This is an optimization exercise on Yosys and OpenROAD, whose aim is small area, not a production implementation. RTL that was checked went through simulation tests only; none was proved equivalent to the original.

==> module throughput_monitor, before the edit <==
module throughput_monitor #(
   parameter int window_cycles = rx_monitor_pkg::window_cycles_default
) (
   input  logic                     clk,
   input  logic                     rst_n,
   input  logic                     clear_i,
   input  logic                     sample_en_i,
   input  logic                     fifo_we_i,
   output rx_monitor_pkg::tp_hist_t tp_hist_o
);
   localparam int cnt_w = 12;
   localparam int win_w = 12;
   function automatic logic [win_w-1:0] lfsr_next(input logic [win_w-1:0] s);
      lfsr_next = {s[win_w-2:0], ~(s[11] ^ s[10] ^ s[9] ^ s[3])};
   endfunction
   function automatic logic [win_w-1:0] lfsr_at(input int n);
      logic [win_w-1:0] s;
      s = '0;
      for (int i = 0; i < n; i++) s = lfsr_next(s);
      lfsr_at = s;
   endfunction
   localparam logic [win_w-1:0] win_last = lfsr_at(window_cycles - 1);
   logic [win_w-1:0] win_q;   
   logic [cnt_w-1:0] cnt_q;   
   logic             wrap;
   assign wrap = win_q == win_last;
   always_ff @(posedge clk) begin
      if (!rst_n) begin
         win_q <= '0;
      end else if (clear_i) begin
         win_q <= '0;
      end else if (wrap) begin
         win_q <= '0;
      end else begin
         win_q <= lfsr_next(win_q);
      end
   end
   always_ff @(posedge clk) begin
      if (!rst_n) begin
         cnt_q <= '0;
      end else if (clear_i) begin
         cnt_q <= '0;
      end else if (wrap) begin
         cnt_q <= {{(cnt_w-1){1'b0}}, fifo_we_i};
      end else if (fifo_we_i) begin
         cnt_q <= cnt_q + 1'b1;
      end
   end
   logic [rx_monitor_pkg::hist_depth*cnt_w-1:0] hist_q;
   logic hist_shift;
   logic hist_keep;
   assign hist_shift = rst_n && !clear_i && wrap && sample_en_i;
   assign hist_keep  = rst_n && !clear_i && !(wrap && sample_en_i);
   always_ff @(posedge clk) begin
      hist_q <= ({(rx_monitor_pkg::hist_depth*cnt_w){hist_shift}} &
                 {hist_q[(rx_monitor_pkg::hist_depth-1)*cnt_w-1:0], cnt_q}) |    
                ({(rx_monitor_pkg::hist_depth*cnt_w){hist_keep}} & hist_q);
   end
   logic [rx_monitor_pkg::hist_depth*rx_monitor_pkg::count_w-1:0] hist_flat;
   for (genvar i = 0; i < rx_monitor_pkg::hist_depth; i++) begin : g_hist
      assign hist_flat[i*rx_monitor_pkg::count_w +: rx_monitor_pkg::count_w] =
         rx_monitor_pkg::count_w'(hist_q[i*cnt_w +: cnt_w]);
   end
   assign tp_hist_o = hist_flat;
endmodule
clock: 5.0 ns
lec_check: 0
cap_margin: 20
core_margin: 2
core_utilization: 40
slew_margin: 20
buffer_ports_args: -buffer_cell sky130_fd_sc_hd__buf_1
cts_args: -sink_clustering_enable -repair_clock_nets -dont_use_dummy_load -buf_list "sky130_fd_sc_hd__clkbuf_8" -sink_clustering_size 18 -sink_clustering_max_diameter 50
standard.sh (not shown) runs the stock make flow with config.mk's settings and CLKGATE_MAP_FILE= SYNTH_SCRIPT=/design/flow/synth_recipe.tcl, a recipe that flattens the netlist after the stock synthesis.
==> flow/flow/run.sh <==
#!/bin/bash
# Standard ORFS layout with two layout-only changes:
#  - port buffers are sky130_fd_sc_hd__buf_1 instead of the default pick
#  - CTS inserts no dummy balancing loads
# Each tool's output stays in orfs/logs; make's own output goes to make.log.
set -euo pipefail
cat >> config.mk <<'CFG'
export BUFFER_PORTS_ARGS = -buffer_cell sky130_fd_sc_hd__buf_1
export CTS_ARGS = -sink_clustering_enable -repair_clock_nets -dont_use_dummy_load -buf_list "sky130_fd_sc_hd__clkbuf_8" -sink_clustering_size 18 -sink_clustering_max_diameter 50
CFG
bash standard.sh > make.log 2>&1
The first run failed in I/O pin placement.
Then changed:
--- a/flow/design.v
+++ b/flow/design.v
@@ -278,12 +278,12 @@
    end
    logic [rx_monitor_pkg::hist_depth*cnt_w-1:0] hist_q;
-   logic hist_shift;
-   logic hist_keep;
-   assign hist_shift = rst_n && !clear_i && wrap && sample_en_i;
-   assign hist_keep  = rst_n && !clear_i && !(wrap && sample_en_i);
    always_ff @(posedge clk) begin
-      hist_q <= ({(rx_monitor_pkg::hist_depth*cnt_w){hist_shift}} &
-                 {hist_q[(rx_monitor_pkg::hist_depth-1)*cnt_w-1:0], cnt_q}) |    
-                ({(rx_monitor_pkg::hist_depth*cnt_w){hist_keep}} & hist_q);
+      if (!rst_n) begin
+         hist_q <= '0;
+      end else if (clear_i) begin
+         hist_q <= '0;
+      end else if (wrap && sample_en_i) begin
+         hist_q <= {hist_q[(rx_monitor_pkg::hist_depth-1)*cnt_w-1:0], cnt_q};   
+      end
    end
    logic [rx_monitor_pkg::hist_depth*rx_monitor_pkg::count_w-1:0] hist_flat;
The new run finished with timing, DRC and antenna clean.
Area after synthesis grows slightly.
Synthesized cell count increases by about a fifth.
Function not checked in the second run of this note: the RTL went through the layout flow alone.

-- port drivers added, routing unchanged --
The results above use ideal ports. As a check the final layout listed here was re-extracted and re-timed, cells and wires unchanged. Step 1 (the two cells are an assumption about what drives the block):
set clk [get_ports {clk}]
set_driving_cell -lib_cell sky130_fd_sc_hd__clkbuf_16 $clk
set_driving_cell -lib_cell sky130_fd_sc_hd__buf_2 [delete_from_list [all_inputs] $clk]
Step 2 moves the port delays by t, midway between the first and last clock arrival at a register: inputs arrive t later, outputs are due t later. That takes back most of the time a late clock gives input paths. Slacks: ideal / step 1 / step 2; pairs: ideal / step 1.
run: the second run
shift t [ns]: 0.666
setup WS [ns]: 0.818 / 0.765 / 0.834
worst setup path at the end: input to output
worst data-port slew with drivers (ns): 0.09
pins driven straight from the clock port: 1
After both steps the second run still meets setup and hold. The setup slack of the second run moves by -0.053 ns with the drivers and by +0.016 ns with both steps.
